Background: an optimization exercise with open tools, aiming at a short achievable clock period and few clock cycles per item. Do not read the settings as production practice. Function was checked by simulation only, so behaviour that the tests miss may differ from the original. Power is estimated from default activity; no workload was simulated.

## design/flow/config.mk

```make
export PLATFORM = sky130hd
export DESIGN_NAME = routex_source
export DESIGN_NICKNAME = routex_source
export VERILOG_FILES = /design/flow/design.v
export SDC_FILE = /design/flow/constraint.sdc
export NUM_CORES = 4
export LEC_CHECK = 0
export CAP_MARGIN = 20
export CORE_AREA = 10 10 590 590
export DIE_AREA = 0 0 600 600
export SLEW_MARGIN = 20
```

## design/flow/constraint.sdc

```tcl
create_clock -name core_clock -period 5.0 [get_ports {CLK}]
set_input_delay 1.0000 -clock core_clock [delete_from_list [all_inputs] [get_ports {CLK}]]
set_output_delay 1.0000 -clock core_clock [all_outputs]
set_load 0.01 [all_outputs]
```

## design/flow/design.v

```verilog
module routex_source
#(
    parameter int LEN_W     = 32,
    parameter int HDR_CNT_W = 8
) (
    input  logic                 CLK,
    input  logic                 RST_N,
    input  logic                 START,
    output logic                 START_READY,
    input  logic [3:0]           DEST_NUM,
    input  logic [447:0]         DEST_IN,
    input  logic [HDR_CNT_W-1:0] HDR_NUM,
    input  logic [LEN_W-1:0]     PLD_LEN,
    input  logic [55:0]          HDR_IN,
    input  logic                 HDR_VALID,
    output logic                 HDR_READY,
    input  logic [511:0]         PLD_IN,
    input  logic                 PLD_VALID,
    output logic                 PLD_READY,
    output logic [511:0]         D,
    output logic                 D_VALID,
    output logic                 SOF,
    output logic                 EOF,
    output logic                 DONE
);
    localparam int LANES = 8;
    localparam logic [7:0] TAG_DEST = 8'h2;
    localparam logic [7:0] TAG_HDR  = 8'h1;
    localparam logic [7:0] TAG_LEN  = 8'h0;
    localparam logic [1:0] ST_IDLE = 2'd0;
    localparam logic [1:0] ST_HDR  = 2'd1;
    localparam logic [1:0] ST_PLD  = 2'd2;
    localparam logic [63:0] PAD_WORD = {TAG_HDR, 56'h0};
    logic [1:0]             state_q, state_d;
    logic [511:0]           asm_q, asm_d;
    logic [2:0]             ptr_q, ptr_d;
    logic                   full_q, full_d;
    logic [HDR_CNT_W-1:0]   hdr_rem_q, hdr_rem_d;
    logic [LEN_W-1:0]       pld_rem_q, pld_rem_d;
    logic [LEN_W-1:0]       pld_len_q, pld_len_d;
    logic                   sof_pend_q, sof_pend_d;
    logic                   emit;
    logic                   last_beat;
    logic [511:0]           beat;
    logic                   hdr_ready_d;
    logic                   pld_ready_d;
    logic                   start_ready_d;
    logic [63:0]            len_word;
    assign len_word = {TAG_LEN, 56'(pld_len_q)};
    always_comb begin
        state_d    = state_q;
        asm_d      = asm_q;
        ptr_d      = ptr_q;
        full_d     = full_q;
        hdr_rem_d  = hdr_rem_q;
        pld_rem_d  = pld_rem_q;
        pld_len_d  = pld_len_q;
        sof_pend_d = sof_pend_q;
        emit       = 1'b0;
        last_beat  = 1'b0;
        beat       = asm_q;
        case (state_q)
            ST_IDLE: begin
                if (START && START_READY) begin
                    for (int i = 0; i < LANES; i++) begin
                        if (4'(i) < DEST_NUM) begin
                            asm_d[64*i +: 64] = {TAG_DEST, DEST_IN[56*i +: 56]};
                        end
                    end
                    ptr_d      = DEST_NUM[2:0];
                    full_d     = (DEST_NUM == 4'd8);
                    hdr_rem_d  = HDR_NUM;
                    pld_rem_d  = PLD_LEN;
                    pld_len_d  = PLD_LEN;
                    sof_pend_d = 1'b1;
                    state_d    = ST_HDR;
                end
            end
            ST_HDR: begin
                if (full_q) begin
                    emit   = 1'b1;
                    beat   = asm_q;
                    full_d = 1'b0;
                end else if (hdr_rem_q != '0) begin
                    if (HDR_READY && HDR_VALID) begin
                        for (int i = 0; i < LANES; i++) begin
                            if (3'(i) == ptr_q) begin
                                asm_d[64*i +: 64] = {TAG_HDR, HDR_IN};
                            end
                        end
                        hdr_rem_d    = hdr_rem_q - HDR_CNT_W'(1);
                        ptr_d        = ptr_q + 3'd1;
                        if (ptr_q == 3'd7) begin
                            emit = 1'b1;
                            beat = asm_d;
                        end
                    end
                end else begin
                    for (int i = 0; i < LANES - 1; i++) begin
                        if (3'(i) >= ptr_q) begin
                            beat[64*i +: 64] = PAD_WORD;
                        end
                    end
                    beat[64*(LANES-1) +: 64] = len_word;
                    emit          = 1'b1;
                    ptr_d         = 3'd0;
                    if (pld_len_q == '0) begin
                        last_beat = 1'b1;
                        state_d   = ST_IDLE;
                    end else begin
                        state_d   = ST_PLD;
                    end
                end
            end
            ST_PLD: begin
                if (PLD_READY && PLD_VALID) begin
                    emit = 1'b1;
                    beat = PLD_IN;
                    if (pld_rem_q <= LEN_W'(LANES)) begin
                        for (int k = 0; k < LANES; k++) begin
                            if (LEN_W'(k) >= pld_rem_q) begin
                                beat[64*k +: 64] = '0;
                            end
                        end
                        last_beat = 1'b1;
                        state_d   = ST_IDLE;
                    end else begin
                        pld_rem_d = pld_rem_q - LEN_W'(LANES);
                    end
                end
            end
            default: begin
                state_d = ST_IDLE;
            end
        endcase
        if (emit) begin
            sof_pend_d = 1'b0;
        end
        hdr_ready_d   = (state_d == ST_HDR) && !full_d && (hdr_rem_d != '0);
        pld_ready_d   = (state_d == ST_PLD);
        start_ready_d = (state_d == ST_IDLE) && !last_beat;
    end
    always_ff @(posedge CLK or negedge RST_N) begin
        if (!RST_N) begin
            state_q    <= ST_IDLE;
            asm_q      <= '0;
            ptr_q      <= 3'd0;
            full_q     <= 1'b0;
            hdr_rem_q  <= '0;
            pld_rem_q  <= '0;
            pld_len_q  <= '0;
            sof_pend_q <= 1'b0;
        end else begin
            state_q    <= state_d;
            asm_q      <= asm_d;
            ptr_q      <= ptr_d;
            full_q     <= full_d;
            hdr_rem_q  <= hdr_rem_d;
            pld_rem_q  <= pld_rem_d;
            pld_len_q  <= pld_len_d;
            sof_pend_q <= sof_pend_d;
        end
    end
    always_ff @(posedge CLK or negedge RST_N) begin
        if (!RST_N) begin
            D           <= '0;
            D_VALID     <= 1'b0;
            SOF         <= 1'b0;
            EOF         <= 1'b0;
            DONE        <= 1'b0;
            HDR_READY   <= 1'b0;
            PLD_READY   <= 1'b0;
            START_READY <= 1'b1;
        end else begin
            if (emit) begin
                D <= beat;
            end
            D_VALID     <= emit;
            SOF         <= emit && sof_pend_q;
            EOF         <= last_beat;
            DONE        <= last_beat;
            HDR_READY   <= hdr_ready_d;
            PLD_READY   <= pld_ready_d;
            START_READY <= start_ready_d;
        end
    end
endmodule
```

## design/flow/run.sh

```bash
#!/bin/bash
# synth_recipe.tcl (not shown) runs the flow's synth.tcl, then flattens the netlist and writes it again
# the make line also repeats each setting of config.mk as NAME=value (left out here)
make -C /OpenROAD-flow-scripts/flow DESIGN_CONFIG=/design/flow/config.mk WORK_HOME=/design/flow/orfs CLKGATE_MAP_FILE= SYNTH_SCRIPT=/design/flow/synth_recipe.tcl finish
```

==> summary.txt <==
[cell families (layout without fill, tap and decap cells)]
| kind of cell | Yosys count | in the layout |
|---|---|---|
| simple gates | 1623 | 1623 |
| buf+inv | 678 | 2093 |
| other cells | 0 | 166 |
| compound gates | 2447 | 2447 |
| flops | 1109 | 1109 |
| fa+ha+maj | 12 | 12 |
| xor+xnor | 3 | 3 |
| mux | 4 | 4 |
[final cells by class]
cell class	count	area (um^2)	share of cell area, %
repair buffers	1812	17900	22.3
inverters	24	98.8	0.123
flip-flops and latches	1109	27800	34.6
clock inverters	51	647	0.807
diodes	166	415	0.518
multi-input cells	4089	23700	29.6
clock buffers	206	4230	5.28
well taps	4387	5490	6.84
[power by group through the flow]
stage | Combinational (mW) | Sequential, mW | Clock [mW]
2_1_floorplan | 10.6 | 15.8 | 0
3_3_place_gp | 22.4 | 15.9 | 0
3_5_place_dp | 22.6 | 16.0 | 0
4_1_cts | 22.7 | 15.9 | 11.3
5_1_grt | 24.2 | 16.4 | 11.6
6_report | 22.8 | 16.0 | 11.2
[worst paths after layout]
path	start	to	slack, ns	cells past startpoint
max	state_q[1]	D[70]	0.74	9
min	RST_N	pld_len_q[31]	0.12	1
max reg2reg	state_q[1]	D[70]	0.74	9
min reg2reg	D[86]	D[86]	0.48	2
max in group asynchronous	RST_N	D[412]	3.52	2
min in group core_clock	D[86]	D[86]	0.48	2
[through the flow]
stage	hold WS [ns]	std cells	setup WS (ns)
2_1_floorplan	0.446	5876	2.14
3_3_place_gp	0.462	11400	0.650
3_5_place_dp	0.470	11400	0.683
4_1_cts	0.116	11700	0.812
5_1_grt	0.122	11800	0.565
6_report	0.122	11800	0.737
[layout by cell type, fill, tap and decap left out, types with 149 or more instances in the layout]
cell / synthesis / layout
clkdlybuf4s50_1: 0 / 1553
dfrtp_1: 1108 / 1108
a21oi_1: 762 / 756
nand2_1: 742 / 722
o22ai_1: 682 / 682
nor2_1: 538 / 525
a221oi_1: 360 / 360
o21ai_0: 226 / 226
buf_4: 5 / 196
diode_2: 0 / 166
clkbuf_16: 0 / 149
[per-layer routing]
| layer | part of all wire [%] | up-vias | track usage [%] |
|---|---|---|---|
| met2 | 44 | 4719 | 36.4 |
| met1 | 38 | 30800 | 29.5 |
| met5 | 0.13 | - | 0 |
| li1 | - | 24900 | - |
| met3 | 12 | 1060 | 10.3 |
| met4 | 6.0 | 90 | 13.7 |
[sequential cells by signal (all words and copies together), names as in the netlist, 2 cells and up, named ones only]
| name | cells |
|---|---|
| pld_rem_q | 32 |
| ptr_q | 3 |
| hdr_rem_q | 8 |
| D | 512 |
| state_q | 2 |
| pld_len_q | 32 |
| asm_q | 456 |
[critical path: cells and delay by family (launching register included)]
kind / cells / cell delay (ns)
flip-flops: 1 / 0.41
buffers and inverters: 3 / 1.40
adder cells (fa/ha/maj): 1 / 0.48
AO/OA/AOI/OAI: 5 / 1.71
==> results.tsv <==
stage	metric	value	unit
logic_synthesis	syn_avg_cell_area	9.15	um^2
pwr	p_int	28.4	mW
cts	cts_buffer_depth	4	
timing	final.min_clock_period	4.26	ns
logic_synthesis	synth_adder_area_share	0.279	%
job	drv_cap	0	
cts	cts.htree.levels	4	
die	die_h	600	um
die	start_util	16.1	%
route	first_pass_iters	14	
logic_synthesis	synthMuxAreaShare	0.0768	%
global_route	overflow	0	
logic_synthesis	yosys.area_share.simple	12.8	%
route	wire_per_inst	39.4	um
cts	postCtsResizedCells	0	
finish	fin_nets	8261	
logic_synthesis	synth_area_leaders	dfrtp_1 52%, o22ai_1 7.9%, a21oi_1 7.1%	
pwr	leakage	31.1	nW
finish	final_core_util	24.0	%
finish	drive_gt1_share	9.18	%
logic_synthesis	synthCells	5876	
pwr	sequentialPowerShare	32.0	%
worst_setup_path	cp-end-kind	register	
global_route	gr-usage-all-layers	24.4	%
die	ioPinCount	1584	
global_route	grt_max_degree	129	
worst_setup_path	max_stage_delay	0.67	ns
timing	fin_crit_sh	85.3	%
logic_synthesis	synth_cell_types	89	
global_route	antenna_found_initial	266	
global_route	grt_pass1_wl	595000	um
route	ant_nets	0	
logic_synthesis	synth_xor_area_share	0.0489	%
logic_synthesis	syn_nets	6953	
logic_synthesis	synth.most_common_cell	dfrtp_1	
timing	skew	0.0704	ns
cts	clk_pin_slew	0.06	ns
logic_synthesis	async_reset_ff_share	100	%
cts	hold_buffers	0	
route	vias	61700	
cts	cts_buffers	148	
pwr	power	50.0	mW
timing	hold_viol	0	
route	drt_iter0_drc	8416	
pwr	power_density	623	nW/um^2
cts	clkSinkCount	1109	
logic_synthesis	yosysSeqAreaShare	51.6	%
logic_synthesis	netlist_area	53700	um^2
cts	root_buffer	clkbuf_16	
logic_synthesis	synthFlopType	dfrtp_1	
min_path	min_path_type	in2async	
finish	area_delta_synth_final	49.2	%
place	hpwlAfterDp	361000	um
global_route	grt_pass1_vias	58100	
route	wl	467000	um
die	die_area	360000	um^2
cts	clock_latency	0.87	ns
place	placed_area	74900	um^2
die	num_rows	212	
worst_setup_path	cp_max_fo	50	
run_status	status	no timing/DRC/antenna violations	
place	io_buffers	1583	
logic_synthesis	yosys.area.top_type	dfrtp_1	
worst_setup_path	crit_chain	inv_1 > ha_4 > buf_4 > o31ai_2 > o21ai_0 > o21bai_4 > buf_4 > a222oi_1 > o21ai_0	
cts	post_cts_buffers	0	
logic_synthesis	synth_compound_area_share	30.0	%
worst_setup_path	crit_type	reg2reg	
timing	max_slew_margin	17.2	%
route	via_per_inst	5.21	
place	gp_congestion	0.939	
die	fp.dieW	600	um
timing	final.setup.tns	0	ns
timing	final_max_slew_viol_count	0	
finish	finalInstanceArea	80200	um^2
finish	fillCellCount	36200	
die	core_area	334000	um^2
logic_synthesis	synth_top_cell_area_share	51.6	%
pwr	combPwrFrac	45.6	%
timing	achievable-frequency	235	MHz
cts	cts_tree	yes	
logic_synthesis	synth_warnings	1	
worst_setup_path	start_kind	register	
pwr	clock_power_share	22.3	%
worst_setup_path	cpMaxStageDelayCell	buf_4	
pwr	swShare	43.2	%
logic_synthesis	synth_edf_count	0	
logic_synthesis	yosys_register_bits	1109	
logic_synthesis	synth_top_family_by_area	compound AO/OA/AOI/OAI gates	
worst_setup_path	cp.required	5.75	ns
worst_setup_path	crit_arrival	5.01	ns
route	drcViolationCount	0	
timing	worst_slew_pin_slew	1.24	ns
timing	setup_violations	0	
pwr	irDropWorstVdd	0.000279	V
logic_synthesis	synth_commonest_cells	1108 x dfrtp_1, 762 x a21oi_1, 742 x nand2_1	
pwr	netSwitchingPower	21.6	mW
timing	rsz0062_at_grt	no	
Testbench counts, summed over its fixed seeds: cycles 52,416, frames 3,200.

## separate check: timing with driven ports
The flow's constraints put no driver on any port. The routed layout listed below was extracted and timed again, unchanged, in two steps. Step 1 (the two cells are an assumption about what drives the block):
set clk [get_ports {CLK}]
set_driving_cell -lib_cell sky130_fd_sc_hd__clkbuf_16 $clk
set_driving_cell -lib_cell sky130_fd_sc_hd__buf_2 [delete_from_list [all_inputs] $clk]
Step 2 adds t to the input delays and takes it off the output delays; t is the mean of the earliest and latest rising clock arrival at the registers after step 1. Input paths then give back, and output paths get back, about the clock's delay inside the block. Three values: ideal, step 1, step 2; two values: the first two.
t, ns: 0.921
slack for setup (ns): 0.737 / 0.737 / 0.424
worst setup path at the end: input to register
pins driven straight from the clock port: 1
After both steps this run still meets setup and hold. For this run, drivers alone change the setup slack by 0.000 ns; drivers and shift together by -0.313 ns.
